What follows belongs to an exercise in optimizing a design on an open flow for small area, a short achievable clock period and few clock cycles per item; a production flow would make more cautious choices. Only simulation tests tie the RTL to the original design; equivalence was not proved. Power figures rest on the tool's default switching activity, not on a simulated workload.

==> flow/design.v (excerpt) <==
module dpCore (
    input  logic   Clk,
    input  logic   reset,
    input  logic   inValid,
    output logic   inReady,
    input  logic [31:0] inInstr,
    output logic   outValid,
    input  logic   outReady,
    output logic [40:0] outResult
);
clock: 6.5 ns
lec_check: 0
cap_margin: 20
core_margin: 2
core_utilization: 40
cts_buf_list: sky130_fd_sc_hd__clkbuf_16
cts_cluster_diameter: 60
cts_cluster_size: 25
place_density: 0.6
setup_slack_margin: 3.4
slew_margin: 20
run.sh (not shown) runs the stock make flow with config.mk's settings and CLKGATE_MAP_FILE= SYNTH_SCRIPT=/design/flow/synth_recipe.tcl, a recipe that flattens the netlist after the stock synthesis.
The first run finished with timing, DRC and antenna clean.
Testbench counts at the start, summed over its fixed seeds: cycles 8,024, items 8,000.
Edit:
- CTS_BUF_LIST: sky130_fd_sc_hd__clkbuf_16 -> unset
- CTS_CLUSTER_DIAMETER: 60 -> unset
- CTS_CLUSTER_SIZE: 25 -> unset
- SETUP_SLACK_MARGIN: 3.4 -> 3.2
Outcome: The changed run went through all stages and came out clean; setup slack gets worse by 0.051 ns; clock power is higher by 20%; maximum frequency is lower by 1.5%.
Edit:
- CTS_BUF_LIST: unset -> sky130_fd_sc_hd__clkbuf_16
- CTS_CLUSTER_DIAMETER: unset -> 60
- CTS_CLUSTER_SIZE: unset -> 25
What happened:
- register-to-register slack got worse by 0.04 ns
- wire length is lower by 0.91%
- combinational power is higher by about 0.6%
- hold slack improved by 0.0063 ns
- count of clock-buffer cells in the layout is lower by 35
- synthesized area is unchanged
- final area is lower by 1.8%
- clock skew is about the same
- cell count is lower by about 1.2%
- global-route usage is lower by 0.31 points

---

dpCore, a different RTL version from the one above (not shown whole).
For scale: ~2500 cells after synthesis, about 680 flip-flops, ~79 I/O pins, roughly 32000 um^2 of cells after synthesis.
Settings: LEC_CHECK=0, CAP_MARGIN=20, CORE_MARGIN=2, CORE_UTILIZATION=40, CTS_BUF_LIST=sky130_fd_sc_hd__clkbuf_16 sky130_fd_sc_hd__clkbuf_8, CTS_CLUSTER_DIAMETER=80, CTS_CLUSTER_SIZE=30, PLACE_DENSITY=0.6, SETUP_SLACK_MARGIN=3.3, SLEW_MARGIN=20; clock period 6.5 ns.
Testbench counts at the start, summed over its fixed seeds: cycles 8,024, items 8,000.
==> next run, changes <==
--- a/flow/config.mk
+++ b/flow/config.mk
@@ -10,5 +10,5 @@
 export CORE_UTILIZATION = 40
-export CTS_BUF_LIST = sky130_fd_sc_hd__clkbuf_16 sky130_fd_sc_hd__clkbuf_8
-export CTS_CLUSTER_DIAMETER = 80
-export CTS_CLUSTER_SIZE = 30
+export CTS_BUF_LIST = sky130_fd_sc_hd__clkbuf_16
+export CTS_CLUSTER_DIAMETER = 60
+export CTS_CLUSTER_SIZE = 25
 export PLACE_DENSITY = 0.6
Final area increases by 1.5%.
Critical path depth increases by 5.
Total power increases by 9.4%.
Hold slack hardly moves.
Utilization increases by 0.70 points.
Combinational power is about the same.
Cell count increases by 0.39%.
Routed wire length barely changes.
Clock power increases by 30%.
==> next run, changes <==
--- a/flow/config.mk
+++ b/flow/config.mk
@@ -10,7 +10,7 @@
 export CORE_UTILIZATION = 40
-export CTS_BUF_LIST = sky130_fd_sc_hd__clkbuf_16
-export CTS_CLUSTER_DIAMETER = 60
-export CTS_CLUSTER_SIZE = 25
+export CTS_BUF_LIST = sky130_fd_sc_hd__clkbuf_16 sky130_fd_sc_hd__clkbuf_8
+export CTS_CLUSTER_DIAMETER = 80
+export CTS_CLUSTER_SIZE = 30
 export PLACE_DENSITY = 0.6
-export SETUP_SLACK_MARGIN = 3.3
+export SETUP_SLACK_MARGIN = 3.4
 export SLEW_MARGIN = 20
What happened: Sequential share of layout area rose by 0.16 points. Hold slack gets better by 4.7 ps. Clock skew falls by 19 ps. Routed wire length came out higher by 1.9%. Worst setup slack loses 26 ps. Non-clock buffer count climbs by 19. First-iteration DRC count drops by 2.0%. Area after synthesis is unchanged.
==> next run, changes <==
--- a/flow/config.mk
+++ b/flow/config.mk
@@ -10,7 +10,7 @@
 export CORE_UTILIZATION = 40
-export CTS_BUF_LIST = sky130_fd_sc_hd__clkbuf_16 sky130_fd_sc_hd__clkbuf_8
-export CTS_CLUSTER_DIAMETER = 80
-export CTS_CLUSTER_SIZE = 30
+export CTS_BUF_LIST = sky130_fd_sc_hd__clkbuf_16
+export CTS_CLUSTER_DIAMETER = 60
+export CTS_CLUSTER_SIZE = 25
 export PLACE_DENSITY = 0.6
-export SETUP_SLACK_MARGIN = 3.4
+export SETUP_SLACK_MARGIN = 3.5
 export SLEW_MARGIN = 20
Result: The changed run finished clean. Total power went up by a few percent. Critical path depth rose by 2. Non-clock buffer count grows by 59. Clock power came out higher by roughly a tenth. Count of clock-buffer cells in the layout rose by 8. Core utilization rose by 1.5 points. Final area rose by a few percent. Maximum frequency stays flat. Die area stays the same. Routed wire length climbs slightly. Cell count rose by a few percent.

==> what the ideal ports hide <==
Ports are ideal in the flow. The routed layouts listed here were re-timed in OpenROAD.
Step 1: set_driving_cell puts a clkbuf_16 on Clk and a buf_2 on each other input, an assumption about the parent block.
Step 2 moves the port delays by t, midway between the first and last clock arrival at a register: inputs arrive t later, outputs are due t later. That takes back most of the time a late clock gives input paths.
a / b / c = ideal ports / drivers / drivers and shift; a / b = the first two.
run | t, ns | setup slack, ns | worst register clock-pin slew, ns
the first run of note 1 | 0.688 | 3.252 / 3.288 / 2.600 | 0.10 / 0.10
the second run of note 1 | 0.678 | 3.202 / 3.202 / 2.845 | 0.07 / 0.07
the third run of note 1 | 0.694 | 3.163 / 3.163 / 2.645 | 0.10 / 0.10
the first run of note 2 | 0.665 | 3.314 / 3.314 / 2.715 | 0.11 / 0.11
the second run of note 2 | 0.711 | 3.325 / 3.325 / 2.700 | 0.10 / 0.10
the third run of note 2 | 0.667 | 3.299 / 3.299 / 3.018 | 0.12 / 0.12
the fourth run of note 2 | 0.696 | 3.304 / 3.304 / 3.002 | 0.10 / 0.10
After both steps setup and hold are still met in every run listed. The setup slack of the first run of note 1, which loses most, moves by +0.036 ns with the drivers and by -0.652 ns with both steps.
